Context: an optimization exercise on an open-source flow, tuned for small area and a short achievable clock period. The choices shown serve that exercise and are no tape-out recipe.
The RTL was checked by simulation tests, not by an equivalence proof against the original design.
Power figures rest on the tool's default switching activity, not on a simulated workload.

[config.mk]
export PLATFORM = sky130hd
export DESIGN_NAME = mips_fdx_frontend
export DESIGN_NICKNAME = mips_fdx_frontend
export VERILOG_FILES = /design/flow/design.v
export SDC_FILE = /design/flow/constraint.sdc
export NUM_CORES = 4
export LEC_CHECK = 0
export CAP_MARGIN = 20
export CORE_MARGIN = 2
export CORE_UTILIZATION = 40
export SETUP_SLACK_MARGIN = 0.3
export SLEW_MARGIN = 20
[constraint.sdc]
create_clock -name core_clock -period 7.5 [get_ports {clock}]
set_input_delay 1.5000 -clock core_clock [delete_from_list [all_inputs] [get_ports {clock}]]
set_output_delay 1.5000 -clock core_clock [all_outputs]
set_load 0.01 [all_outputs]
[design.v]
module mips_fdx_frontend #(
  parameter logic [31:0] BASE_ADDR = 32'h80020000,
  parameter logic [31:0] SP_INIT   = 32'h80120000,
  parameter logic [31:0] RA_INIT   = 32'hdeadbeef
) (
  input  logic        clock,
  input  logic        reset,
  output logic [31:0] i_address,
  output logic        i_mem_enable,
  output logic        i_rw,
  output logic [1:0]  i_access_size,
  input  logic [31:0] insn,
  input  logic        stall,
  output logic [31:0] pc_fd,
  input  logic        wb_we,
  input  logic [4:0]  wb_rd,
  input  logic [31:0] wb_data,
  input  logic [31:0] mx_data,
  input  logic [31:0] wx_data,
  input  logic        byp_mx_a,
  input  logic        byp_wx_a,
  input  logic        byp_mx_b,
  input  logic        byp_wx_b,
  output logic [31:0] ir_dx,
  output logic [7:0]  ctl_dx,
  output logic [31:0] alu_out,
  output logic [31:0] rb_out,
  output logic [31:0] pc_effective,
  output logic        do_branch
);
  localparam int unsigned NREG = 32;
  localparam logic [5:0] OP_RTYPE = 6'b000000, OP_REGIMM = 6'b000001, OP_J    = 6'b000010;
  localparam logic [5:0] OP_JAL   = 6'b000011, OP_BEQ    = 6'b000100, OP_BNE  = 6'b000101;
  localparam logic [5:0] OP_BLEZ  = 6'b000110, OP_BGTZ   = 6'b000111, OP_ADDI = 6'b001000;
  localparam logic [5:0] OP_ADDIU = 6'b001001, OP_SLTI   = 6'b001010, OP_SLTIU = 6'b001011;
  localparam logic [5:0] OP_ANDI  = 6'b001100, OP_ORI    = 6'b001101, OP_XORI = 6'b001110;
  localparam logic [5:0] OP_LUI   = 6'b001111, OP_LB     = 6'b100000, OP_LW   = 6'b100011;
  localparam logic [5:0] OP_SB    = 6'b101000, OP_SW     = 6'b101011;
  localparam logic [5:0] ALU_SLL  = 6'b000000, ALU_SRL  = 6'b000010, ALU_SRA  = 6'b000011;
  localparam logic [5:0] F_JR     = 6'b001000;
  localparam logic [5:0] ALU_ADD  = 6'b100000, ALU_ADDU = 6'b100001, ALU_SUB  = 6'b100010;
  localparam logic [5:0] ALU_SUBU = 6'b100011, ALU_AND  = 6'b100100, ALU_OR   = 6'b100101;
  localparam logic [5:0] ALU_XOR  = 6'b100110, ALU_NOR  = 6'b100111, ALU_SLT  = 6'b101010;
  localparam logic [5:0] ALU_SLTU = 6'b101011, ALU_LUI  = 6'b111110, ALU_LINK = 6'b111111;
  localparam logic [5:0] ALU_NOP  = ALU_ADDU;
  logic [31:0] regs [NREG];
  logic [31:0] ra_d, rb_d;
  logic [7:0]  ctl_d;
  logic [5:0]  aluop_d;
  logic [31:0] pc_dx, ra_dx, rb_dx;
  logic [5:0]  aluop_dx;
  assign i_address     = pc_fd;
  assign i_mem_enable  = ~reset;
  assign i_rw          = 1'b1;
  assign i_access_size = 2'b00;
  always_ff @(posedge clock) begin
    if (reset)          pc_fd <= BASE_ADDR;
    else if (do_branch) pc_fd <= pc_effective;
    else if (!stall)    pc_fd <= pc_fd + 32'd4;
  end
  always_ff @(posedge clock) begin
    if (reset) begin
      for (int i = 0; i < NREG; i++)
        regs[i] <= (i == 29) ? SP_INIT : (i == 31) ? RA_INIT : 32'd0;
    end else if (wb_we && wb_rd != 5'd0) begin
      regs[wb_rd] <= wb_data;
    end
  end
  always_comb begin
    ra_d = (insn[25:21] == 5'd0) ? 32'd0 : regs[insn[25:21]];
    rb_d = (insn[20:16] == 5'd0) ? 32'd0 : regs[insn[20:16]];
  end
  always_comb begin
    ctl_d   = 8'd0;
    aluop_d = ALU_NOP;
    case (insn[31:26])
      OP_RTYPE: begin
        case (insn[5:0])
          ALU_ADDU, ALU_ADD, ALU_SUBU, ALU_SUB, ALU_AND, ALU_OR, ALU_XOR, ALU_NOR,
          ALU_SLT, ALU_SLTU, ALU_SLL, ALU_SRL, ALU_SRA: begin
            ctl_d   = 8'b0000_1100;
            aluop_d = insn[5:0];
          end
          F_JR:    ctl_d = 8'b0100_0000;
          default: ;
        endcase
      end
      OP_REGIMM: if (insn[20:17] == 4'd0) ctl_d = 8'b1000_0000;
      OP_BEQ, OP_BNE, OP_BLEZ, OP_BGTZ: ctl_d = 8'b1000_0000;
      OP_J:   ctl_d = 8'b0100_0000;
      OP_JAL: begin ctl_d = 8'b0100_1000; aluop_d = ALU_LINK; end
      OP_ADDI, OP_ADDIU: ctl_d = 8'b0010_1000;
      OP_SLTI:  begin ctl_d = 8'b0010_1000; aluop_d = ALU_SLT;  end
      OP_SLTIU: begin ctl_d = 8'b0010_1000; aluop_d = ALU_SLTU; end
      OP_ANDI:  begin ctl_d = 8'b0010_1000; aluop_d = ALU_AND;  end
      OP_ORI:   begin ctl_d = 8'b0010_1000; aluop_d = ALU_OR;   end
      OP_XORI:  begin ctl_d = 8'b0010_1000; aluop_d = ALU_XOR;  end
      OP_LUI:   begin ctl_d = 8'b0010_1000; aluop_d = ALU_LUI;  end
      OP_LW:    ctl_d = 8'b0010_1010;
      OP_LB:    ctl_d = 8'b0010_1011;
      OP_SW:    ctl_d = 8'b0011_0000;
      OP_SB:    ctl_d = 8'b0011_0001;
      default:  ;
    endcase
  end
  always_ff @(posedge clock) begin
    if (reset || stall || do_branch) begin
      pc_dx    <= 32'd0;
      ir_dx    <= 32'd0;
      ra_dx    <= 32'd0;
      rb_dx    <= 32'd0;
      ctl_dx   <= 8'd0;
      aluop_dx <= ALU_NOP;
    end else begin
      pc_dx    <= pc_fd;
      ir_dx    <= insn;
      ra_dx    <= ra_d;
      rb_dx    <= rb_d;
      ctl_dx   <= ctl_d;
      aluop_dx <= aluop_d;
    end
  end
  logic [31:0] op_a, op_b, imm_ext, alu_b, br_target;
  logic [15:0] imm16;
  logic [4:0]  shamt;
  logic        br_taken;
  always_comb begin
    op_a    = byp_mx_a ? mx_data : byp_wx_a ? wx_data : ra_dx;
    op_b    = byp_mx_b ? mx_data : byp_wx_b ? wx_data : rb_dx;
    imm16   = ir_dx[15:0];
    shamt   = ir_dx[10:6];
    imm_ext = (ir_dx[31:26] == OP_ANDI || ir_dx[31:26] == OP_ORI || ir_dx[31:26] == OP_XORI)
              ? {16'd0, imm16} : {{16{imm16[15]}}, imm16};
    alu_b   = ctl_dx[5] ? imm_ext : op_b;
    rb_out  = op_b;
    case (aluop_dx)
      ALU_ADD, ALU_ADDU: alu_out = op_a + alu_b;
      ALU_SUB, ALU_SUBU: alu_out = op_a - alu_b;
      ALU_AND:  alu_out = op_a & alu_b;
      ALU_OR:   alu_out = op_a | alu_b;
      ALU_XOR:  alu_out = op_a ^ alu_b;
      ALU_NOR:  alu_out = ~(op_a | alu_b);
      ALU_SLT:  alu_out = {31'd0, $signed(op_a) < $signed(alu_b)};
      ALU_SLTU: alu_out = {31'd0, op_a < alu_b};
      ALU_SLL:  alu_out = alu_b << shamt;
      ALU_SRL:  alu_out = alu_b >> shamt;
      ALU_SRA:  alu_out = 32'($signed(alu_b) >>> shamt);
      ALU_LUI:  alu_out = {imm16, 16'd0};
      ALU_LINK: alu_out = pc_dx + 32'd8;
      default:  alu_out = op_a + alu_b;
    endcase
  end
  always_comb begin
    br_target = pc_dx + 32'd4 + {{14{imm16[15]}}, imm16, 2'b00};
    case (ir_dx[31:26])
      OP_BEQ:    br_taken = (op_a == op_b);
      OP_BNE:    br_taken = (op_a != op_b);
      OP_BLEZ:   br_taken = ($signed(op_a) <= 0);
      OP_BGTZ:   br_taken = ($signed(op_a) > 0);
      OP_REGIMM: br_taken = ir_dx[16] ? ($signed(op_a) >= 0) : ($signed(op_a) < 0);
      default:   br_taken = 1'b0;
    endcase
    if (ctl_dx[6])
      pc_effective = (ir_dx[31:26] == OP_RTYPE) ? op_a : {pc_dx[31:28], ir_dx[25:0], 2'b00};
    else
      pc_effective = br_target;
    do_branch = ~reset & (ctl_dx[6] | (ctl_dx[7] & br_taken));
  end
endmodule
[run.sh]
#!/bin/bash
# synth_recipe.tcl (not shown) runs the flow's synth.tcl, then flattens the netlist and writes it again
# the make line also repeats each setting of config.mk as NAME=value (left out here)
make -C /OpenROAD-flow-scripts/flow DESIGN_CONFIG=/design/flow/config.mk WORK_HOME=/design/flow/orfs CLKGATE_MAP_FILE= SYNTH_SCRIPT=/design/flow/synth_recipe.tcl finish
==> run summary <==
- Startpoint types: input pin
- Largest net degree at the start of global routing: between 100 and 150
- Setup crit end kind: primary output
- CTS tree: yes
- Status: finished clean
- Input/output buffers: 342
- Die Span X: roughly 440 um
- CTS Sinks: 1198
- Clk buf depth: 3
- Drt via density: approximately 6.2
- First-pass GRT wire length: 436 mm
- Clk root buf: clkbuf_16
- Place WS: -0.301 ns
- Min cycle time layout: 7.19 ns
- Cell family with most CP delay: buffers and inverters
- Sequential share of the synthesized area: 0.454
- Grt ovf: 0
- Total power: ~0.018 W
- Routed len/inst: 34.8 um
- Total GRT Usage: 0.322
- DRT iter0 DRCs: 7182
- Worst path max stage delay: 0.64 ns
- Antenna violations before repair: 23
- Peak Freq: approximately 0.14 GHz
- CTS buffer count: 138
- Row count: ~160
- EDFF count, synth: 1024
- Pwr/cell area: 207 nW/um2
- VDD IR max: 0.175 mV
- Final setup margin: 0.315 ns
- Crit-path max FO: 10
- Final-report max-slew violation count: 0
- Worst path slowest cell: mux2i_1
- Most common flop cell mapped by yosys: edfxtp_1
- DP Cell Count: 8774
- Initial core utilization: 0.402
- Final GP Congestion: between 1 and 1.5
- Placed Area: 84100 um2
- Die Y: 438 um
- Max cap viols: 0
- Critical path type: input pin to primary output
- HP Class: register to register
- Ys async rst share: 0
- Cells after synthesis: roughly 6000
- Design area: 88800 um2
- 1st-pass router iterations: 6
- Non-filler instance count after layout: about 9000
- Vias in the first global route: 56200
- Final Hold Viols: 0
- Nets: between 6000 and 7000
- Layout cells sized above 1: 0.248
- Area Growth Syn to Fin: 17.8%
- Hpwl dp: approximately 220 mm
- Post-route ant nets: 0
- Crit path DAT: between 5 and 6 ns
- Full die area: 192000 um2
- Clk_skew: 0.0329 ns
- Ys Warns: 1
- RSZ-0062 raised after global routing: yes
- Worst-Margin Slew: 1.17 ns
- Unique masters post-synth: 89
- Slew HR: 0.218
- WP buf/inv: 6
- Static Leak: about 32 nW
- H-tree depth: 4
- CP Cell Sequence: buf_4 -> buf_4 -> buf_4 -> mux2i_1 -> buf_4 -> xnor2_1 -> nor4_1 -> buf_4 -> nand4_1 -> or4_1 -> and3_1 -> nor2_2 -> nor2_1 -> clkdlybuf4s50_1
- DR vias: 56400
- I/O pin total: 346
- Drt drc: 0
- Filler instances: 16700
- #FFs+latches synth: about 1200
- Final Cycle Share: 0.958
- Clk slew on worst S/H paths: about 0.060 ns
- Final WL: about 310 mm
- CP dominant cell by count: buf_4
- # setup viols final: 0
- Syn_area_per_cell: 12.5 um2
- Worst-Skew Late Latency: 0.79 ns
- Fin Hold WS: around 0.53 ns
- Core ar.: about 190000 um2
- Worst Path Required: 6.00 ns
- Synthesized area: ~75000 um2
-- path summary, 6_finish.rpt --
path                    startpoint                   end  slack (ns)  cells after the start
min          pc_fd[1]$_SDFFE_PP0P_   pc_dx[1]$_SDFF_PP0_        0.53                      1
max                       byp_mx_a             do_branch        0.31                     14
max reg2reg   rb_dx[27]$_SDFF_PP0_  ra_dx[23]$_SDFF_PP0_        3.28                     12
min reg2reg  pc_fd[1]$_SDFFE_PP0P_   pc_dx[1]$_SDFF_PP0_        0.53                      1
-- layout make-up --
cell class,count,area [um2],area share
Multi-Input combinational cell,4102,39100,0.441
Sequential cell,1198,34300,0.386
Timing Repair Buffer,835,7350,0.0828
Clock buffer,192,3820,0.0430
Tap cell,2495,3120,0.0352
Inverter,151,571,0.00642
Clock inverter,56,534,0.00602
Antenna cell,12,30.0,0.000338
-- through the flow --
| step | utilization | TNS (ns) |
|---|---|---|
| 2_1_floorplan | - | 0 |
| 3_3_place_gp | 0.448 | -2.27 |
| 3_5_place_dp | 0.449 | -1.87 |
| 4_1_cts | 0.473 | 0 |
| 5_1_grt | 0.474 | 0 |
| 6_report | 0.474 | 0 |
-- cells by family (layout without fill, tap and decap cells) --
kind of cell               count (synthesis)  after routing  synth area share
AOI/OAI and AO/OA                        929            929            0.0825
adders and majority gates                160            160            0.0268
DFF                                     1198           1198             0.454
buffers and inverters                    751           1234            0.0407
xor gates and xnor gates                 150            150            0.0174
muxes                                    919            919             0.236
other                                      2             47         0.0000997
and+or+nand+nor                         1909           1909             0.142
-- power by group --
| group | leakage (nW) | total [W] | internal (W) | switching [W] |
|---|---|---|---|---|
| sequential | 11.2 | 0.00776 | 0.00757 | 0.000189 |
| clock | 2.13 | 0.00662 | 0.00376 | 0.00286 |
| combinational | 18.7 | 0.00401 | 0.00168 | 0.00233 |
| total | 32.0 | 0.0184 | 0.0130 | 0.00539 |
-- cell usage after synthesis (131+ instances only) --
cell type	instances	share of area
dfxtp_1	174	0.046
mux4_2	662	0.20
clkbuf_1	446	0.022
ha_1	155	0.026
edfxtp_1	1024	0.41
a21oi_1	194	0.013
mux2i_1	167	0.022
and2_1	1041	0.086
nand2_1	217	0.011
nor2_1	224	0.011
nor3_1	131	0.0087
o21ai_0	210	0.014
inv_1	146	0.0073
-- layer usage --
metal	share of wire	routed length, um	track usage
met5	0.00011	34	0
met1	0.37	117000	0.400
met3	0.086	27100	0.0636
met4	0.073	22800	0.199
met2	0.47	148000	0.518
-- cell usage in the layout, fill, tap and decap left out, types with 50 or more instances in the layout --
cell | netlist | layout
a211oi_1 | 62 | 58
nor3_1 | 131 | 129
dfxtp_1 | 174 | 164
inv_1 | 146 | 142
xnor2_1 | 105 | 104
and2_1 | 1041 | 1041
o211ai_1 | 51 | 51
mux4_2 | 662 | 662
nand3_1 | 55 | 55
ha_1 | 155 | 153
a21oi_1 | 194 | 186
clkbuf_16 | 0 | 142
mux2i_1 | 167 | 163
nand2_1 | 217 | 214
edfxtp_1 | 1024 | 1024
buf_4 | 40 | 473
clkdlybuf4s50_1 | 0 | 304
nor2_1 | 224 | 191
mux2_2 | 51 | 50
o21ai_0 | 210 | 165
-- sequential cells by signal (all words and copies together) (netlist names) --
signal / flops
pc_dx: 32
ctl_dx: 8
rb_dx: 32
pc_fd: 32
ir_dx: 32
aluop_dx: 6
regs: 1024
ra_dx: 32
-- repair_timing --
action	4_1_cts	5_1_grt
endpoints found under the setup margin	22	23
pin swaps	13	19
hold buffers	0	0
buffers inserted	3	3
resized for setup	66	65

static timing again, ports no longer ideal:
The results above use ideal ports. As a check the final layout listed here was re-extracted and re-timed, cells and wires unchanged.
Step 1, drivers: a clkbuf_16 drives clock and a buf_2 each remaining input, both assumed.
Step 2 moves the port delays by t, midway between the first and last clock arrival at a register: inputs arrive t later, outputs are due t later. That takes back most of the time a late clock gives input paths.
a / b / c = no drivers / after step 1 / after step 2; a / b = the first two.
t, ns: 0.861
setup slack, ns: 0.315 / 0.258 / 0.258
worst slew at a driven data input, ns: 0.16
After both steps setup and hold are still met in this run. The setup slack of this run moves by -0.057 ns with the drivers and by -0.057 ns with both steps.
